From an optimization exercise on the open Yosys and OpenROAD flow, aimed at small area, a short achievable clock period and few clock cycles per item; shortcuts taken in it are not production practice. The RTL was checked by simulation tests, not by an equivalence proof against the original design. The flow treats the clock pin as an ideal source, which a real chip does not have.

Setup of v6:
==> flow/design.v <==
module fc_layer_mac #(
    parameter int IN_DIM      = 256,
    parameter int OUT_DIM     = 32,
    parameter int IN_W        = 8,
    parameter int W_W         = 8,
    parameter int ACC_W       = 32,
    parameter int OUT_SHIFT   = 7,
    parameter int BIAS_LSHIFT = 7,
    parameter int RELU        = 1,
    parameter int OUT_W       = 8,
    parameter int WA_W        = $clog2(IN_DIM * OUT_DIM),
    parameter int BA_W        = (OUT_DIM > 1) ? $clog2(OUT_DIM) : 1
) (
    input  logic                    clk,
    input  logic                    rst_n,
    input  logic                    in_valid,
    output logic                    in_ready,
    input  logic signed [IN_W-1:0]  in_data,
    output logic [WA_W-1:0]         w_addr,
    input  logic signed [W_W-1:0]   w_q,
    output logic [BA_W-1:0]         b_addr,
    input  logic signed [W_W-1:0]   b_q,
    output logic                    out_valid,
    input  logic                    out_ready,
    output logic signed [OUT_W-1:0] out_data,
    output logic [BA_W-1:0]         out_idx,
    output logic                    out_last,
    output logic                    busy
);
    localparam int CNT_W = $clog2(IN_DIM);
    localparam int SW    = 23;    
    localparam logic [CNT_W-1:0] LAST_I = CNT_W'(IN_DIM - 1);
    localparam logic [BA_W-1:0]  LAST_O = BA_W'(OUT_DIM - 1);
    logic [BA_W-1:0]  oa;         
    logic [BA_W-1:0]  ob;         
    logic [BA_W-1:0]  q;          
    logic [CNT_W-1:0] ia;         
    logic [CNT_W-1:0] ia_o;       
    logic             in_rdy;
    logic             in_rdy_o;   
    logic             z;          
    logic [3:0]             bd_one;    
    logic [3:0]             bd_two;
    logic [3:0]             bd_neg;
    logic                   pact_m;    
    logic signed [W_W-1:0]  w_r;
    logic [17:0]            ps;        
    logic [17:0]            pc;        
    logic [SW-1:0]          ring [OUT_DIM];
    logic             vec_fin;    
    logic [BA_W-1:0]  ext_idx;    
    logic             tap_match;  
    logic [1:0]       owed;       
    logic             busy_q;
    logic             ov_q;
    logic             ov_o;       
    logic [OUT_W-1:0] od_q;       
    logic [OUT_W-1:0] od_o;       
    logic [BA_W-1:0]  oi_o;       
    logic             ol_o;
    logic             busy_o;     
    logic in_fire;
    logic out_fire;
    logic take;
    logic [BA_W-1:0]  tap_nxt;
    logic [OUT_W-1:0] res;
    assign in_fire  = in_valid & in_rdy;
    assign out_fire = out_ready & ov_q;
    logic [CNT_W-1:0] ia_nxt;
    logic             in_rdy_nxt;
    assign ia_nxt     = ia + CNT_W'(q == '0 && pact_m);
    assign in_rdy_nxt = (q == BA_W'(1)) & ~vec_fin;
    logic vec_fin_nxt;
    always_comb begin
        vec_fin_nxt = vec_fin;
        if (in_fire && ia == LAST_I) begin
            vec_fin_nxt = 1'b1;
        end else if (take && ext_idx == LAST_O) begin
            vec_fin_nxt = 1'b0;
        end
    end
    always_ff @(posedge clk) begin
        oa       <= q;
        ob       <= q + BA_W'(1);
        ia_o     <= ia_nxt;
        in_rdy_o <= in_rdy_nxt;
    end
    always_ff @(posedge clk or negedge rst_n) begin
        if (!rst_n) begin
            q       <= LAST_O;
            ia      <= '0;
            in_rdy  <= 1'b0;
            z       <= 1'b0;
            pact_m  <= 1'b0;
            vec_fin <= 1'b0;
        end else begin
            q      <= q + BA_W'(1);
            in_rdy <= in_rdy_nxt;
            z      <= (ia_nxt == '0) & ~vec_fin_nxt;
            ia     <= ia_nxt;
            if (q == BA_W'(2)) begin
                pact_m <= in_fire;
            end
            vec_fin <= vec_fin_nxt;
        end
    end
    always_ff @(posedge clk) begin
        if (q == BA_W'(2)) begin
            for (int k = 0; k < 4; k++) begin
                bd_one[k] <= in_fire & (in_data[2*k] ^ ((k == 0) ? 1'b0 : in_data[2*k-1]));
                bd_two[k] <= in_fire & ((in_data[2*k+1] & ~in_data[2*k] & ~((k == 0) ? 1'b0 : in_data[2*k-1]))
                           | (~in_data[2*k+1] & in_data[2*k] & ((k == 0) ? 1'b0 : in_data[2*k-1])));
                bd_neg[k] <= in_fire & in_data[2*k+1] & ~(in_data[2*k] & ((k == 0) ? 1'b0 : in_data[2*k-1]));
            end
        end
    end
    function automatic logic [9:0] brow(input logic one, input logic two,
                                        input logic neg, input logic act,
                                        input logic signed [7:0] w);
        logic [9:0] m;
        m = one ? {{2{w[7]}}, w} : two ? {w[7], w, 1'b0} : 10'd0;
        m = m ^ {10{neg}};
        brow = {~m[9] & act, m[8:0]};
    endfunction
    logic [9:0] r0, r1, r2, r3;
    assign r0 = brow(bd_one[0], bd_two[0], bd_neg[0], pact_m, w_r);
    assign r1 = brow(bd_one[1], bd_two[1], bd_neg[1], pact_m, w_r);
    assign r2 = brow(bd_one[2], bd_two[2], bd_neg[2], pact_m, w_r);
    assign r3 = brow(bd_one[3], bd_two[3], bd_neg[3], pact_m, w_r);
    logic [17:0] x0, x1, x2, x3, s1, c1, s2, c2, s3, c3;
    assign x0 = {8'd0, r0};
    assign x1 = {6'd0, r1, 1'b0, bd_neg[0]};
    assign x2 = {4'd0, r2, 1'b0, bd_neg[1], 2'd0};
    assign x3 = {2'd0, r3, 1'b0, bd_neg[2], 4'd0};
    assign s1 = x0 ^ x1 ^ x2;
    assign c1 = {(x0[16:0] & x1[16:0]) | (x0[16:0] & x2[16:0]) | (x1[16:0] & x2[16:0]), 1'b0};
    assign s2 = s1 ^ c1 ^ x3;
    assign c2 = {(s1[16:0] & c1[16:0]) | (s1[16:0] & x3[16:0]) | (c1[16:0] & x3[16:0]), 1'b0};
    assign s3 = {s2[17:7] ^ c2[17:7], s2[6] ^ c2[6] ^ bd_neg[3], s2[5:0]};
    assign c3 = {(s2[16:7] & c2[16:7]),
                 (s2[6] & c2[6]) | (s2[6] & bd_neg[3]) | (c2[6] & bd_neg[3]),
                 1'b0, c2[5:0]};
    always_ff @(posedge clk) begin
        w_r <= w_q;
        ps  <= s3;
        pc  <= c3;
    end
    always_ff @(posedge clk) begin
        ring[0] <= ring[OUT_DIM-1] + SW'(ps) + SW'(pc);
        for (int k = 1; k < OUT_DIM; k++) begin
            if (k != OUT_DIM - 3) begin
                ring[k] <= ring[k-1];
            end
        end
        if (z) begin
            ring[OUT_DIM-3] <= {8'd43, ~b_q[W_W-1], b_q[W_W-2:0], {BIAS_LSHIFT{1'b0}}};
        end else begin
            ring[OUT_DIM-3] <= ring[OUT_DIM-4];
        end
    end
    always_comb begin
        if (ring[0][SW-1]) begin
            res = {1'b0, {(OUT_W-1){1'b1}}};
        end else if (&ring[0][SW-2:OUT_SHIFT+OUT_W-1]) begin
            res = {1'b0, ring[0][OUT_SHIFT+OUT_W-2:OUT_SHIFT]};
        end else begin
            res = '0;
        end
    end
    assign take = vec_fin & tap_match & (~ov_q | out_ready);
    always_ff @(posedge clk) begin
        ov_o <= take | (ov_q & ~out_ready);
    end
    assign tap_nxt = q - 5'd4;
    always_ff @(posedge clk or negedge rst_n) begin
        if (!rst_n) begin
            ext_idx   <= '0;
            tap_match <= 1'b0;
            ov_q      <= 1'b0;
            owed      <= 2'd0;
            busy_q    <= 1'b0;
        end else begin
            if (take) begin
                ext_idx <= ext_idx + BA_W'(1);
            end
            tap_match <= take | (tap_nxt == ext_idx);
            if (take) begin
                ov_q <= 1'b1;
            end else if (out_ready) begin
                ov_q <= 1'b0;
            end
            owed   <= owed_nxt;
            busy_q <= busy_nxt;
        end
    end
    logic [1:0] owed_nxt;
    logic       busy_nxt;
    always_comb begin
        owed_nxt = owed;
        busy_nxt = busy_q;
        case ({in_fire & (ia == LAST_I), out_fire & (ext_idx == '0)})
            2'b10: begin owed_nxt = owed + 2'd1; busy_nxt = 1'b1; end
            2'b01: begin owed_nxt = owed - 2'd1; busy_nxt = (owed != 2'd1); end
            default: ;
        endcase
    end
    always_ff @(posedge clk) begin
        if (take) begin
            od_q <= ~res;
        end
    end
    always_ff @(posedge clk) begin
        od_o   <= take ? res : ~od_q;
        oi_o   <= take ? ext_idx : ext_idx - BA_W'(1);
        ol_o   <= take ? (ext_idx == LAST_O) : (ext_idx == '0);
        busy_o <= busy_nxt;
    end
    assign in_ready  = in_rdy_o;
    assign w_addr    = {oa, ia_o};
    assign b_addr    = ob;
    assign out_valid = ov_o;
    assign out_data  = od_o;
    assign out_idx   = oi_o;
    assign out_last  = ol_o;
    assign busy      = busy_o;
endmodule
Settings: LEC_CHECK=0, CAP_MARGIN=20, CORE_MARGIN=2, CORE_UTILIZATION=60, SLEW_MARGIN=20; clock period 9.0 ns.
standard.sh (not shown) runs the stock make flow with config.mk's settings and CLKGATE_MAP_FILE= SYNTH_SCRIPT=/design/flow/synth_recipe.tcl, a recipe that flattens the netlist after the stock synthesis.
==> flow/flow/run.sh <==
#!/bin/bash
# Own layout flow: the standard ORFS flow (standard.sh), unchanged
# synthesis, with extra ORFS make variables, one per line, from
# flow/knobs.txt (timing-repair target, clock-tree clustering, port buffer
# cell). ORFS keeps each tool's log under orfs/logs; make's own output goes
# to run_standard.log in this folder.
set -euo pipefail
mapfile -t KNOBS < <(grep -v '^#' flow/knobs.txt | grep -v '^[[:space:]]*$')
bash standard.sh "${KNOBS[@]}" finish > run_standard.log 2>&1
==> flow/flow/knobs.txt <==
SETUP_SLACK_MARGIN=6.15
CTS_CLUSTER_SIZE=30
CTS_CLUSTER_DIAMETER=80
BUFFER_PORTS_ARGS=-buffer_cell sky130_fd_sc_hd__buf_2
Testbench counts of v6, summed over its fixed seeds: cycles 262,968, vectors 32.
### v6 -> v7
--- a/flow/flow/run.sh
+++ b/flow/flow/run.sh
@@ -4 +4,2 @@
-# flow/knobs.txt (timing-repair target, clock-tree clustering, port buffer
+# flow/knobs.txt (timing-repair target, clock-tree clustering and options,
+# port buffer
==> flow/flow/knobs.txt <==
SETUP_SLACK_MARGIN=6.20
CTS_CLUSTER_SIZE=35
CTS_CLUSTER_DIAMETER=70
BUFFER_PORTS_ARGS=-buffer_cell sky130_fd_sc_hd__buf_2
CTS_ARGS=-sink_clustering_enable -repair_clock_nets -sink_clustering_size 35 -sink_clustering_max_diameter 70 -dont_use_dummy_load -sink_clustering_levels 2
Notes after the runs:
Diff v6 -> v7 | worst-case hold slack | decrease of 0.046 ns
Looking only at detailed-route wire length, and setting everything else aside, the lower value of v7 and v6 goes to v7.
For the final area, v7 came in 0.96% lower than v6 did.
Core utilization (higher): v6
On setup slack, v6 loses to v7.
Taking v6 as the reference point, the via count of the first global-routing pass of v7 falls by 254.
v7: area overhead of the layout relative to synthesis is 1.0 points lower than what v6 reported.
NOTE: global-route wire length before repair in v7 falls short of that of v6

==> re-timing with driven ports <==
No port has a modelled driver above. Below, the same layouts with a new extraction and two added sets of constraints.
Step 1, drivers: a clkbuf_16 drives clk and a buf_2 each remaining input, both assumed.
Step 2 also shifts input and output timing later by t, the mid clock arrival at the registers, as if the neighbouring blocks saw the same clock.
Three values: ideal, step 1, step 2; two values: the first two.
| run | t, ns | setup slack, ns | cell pins on the clock port's net |
|---|---|---|---|
| v6 | 0.598 | 6.146 / 6.095 / 5.793 | 1 |
| v7 | 0.568 | 6.201 / 6.145 / 5.780 | 1 |
After both steps setup and hold are still met in every run listed. The setup slack of v7, which loses most, moves by -0.056 ns with the drivers and by -0.421 ns with both steps.
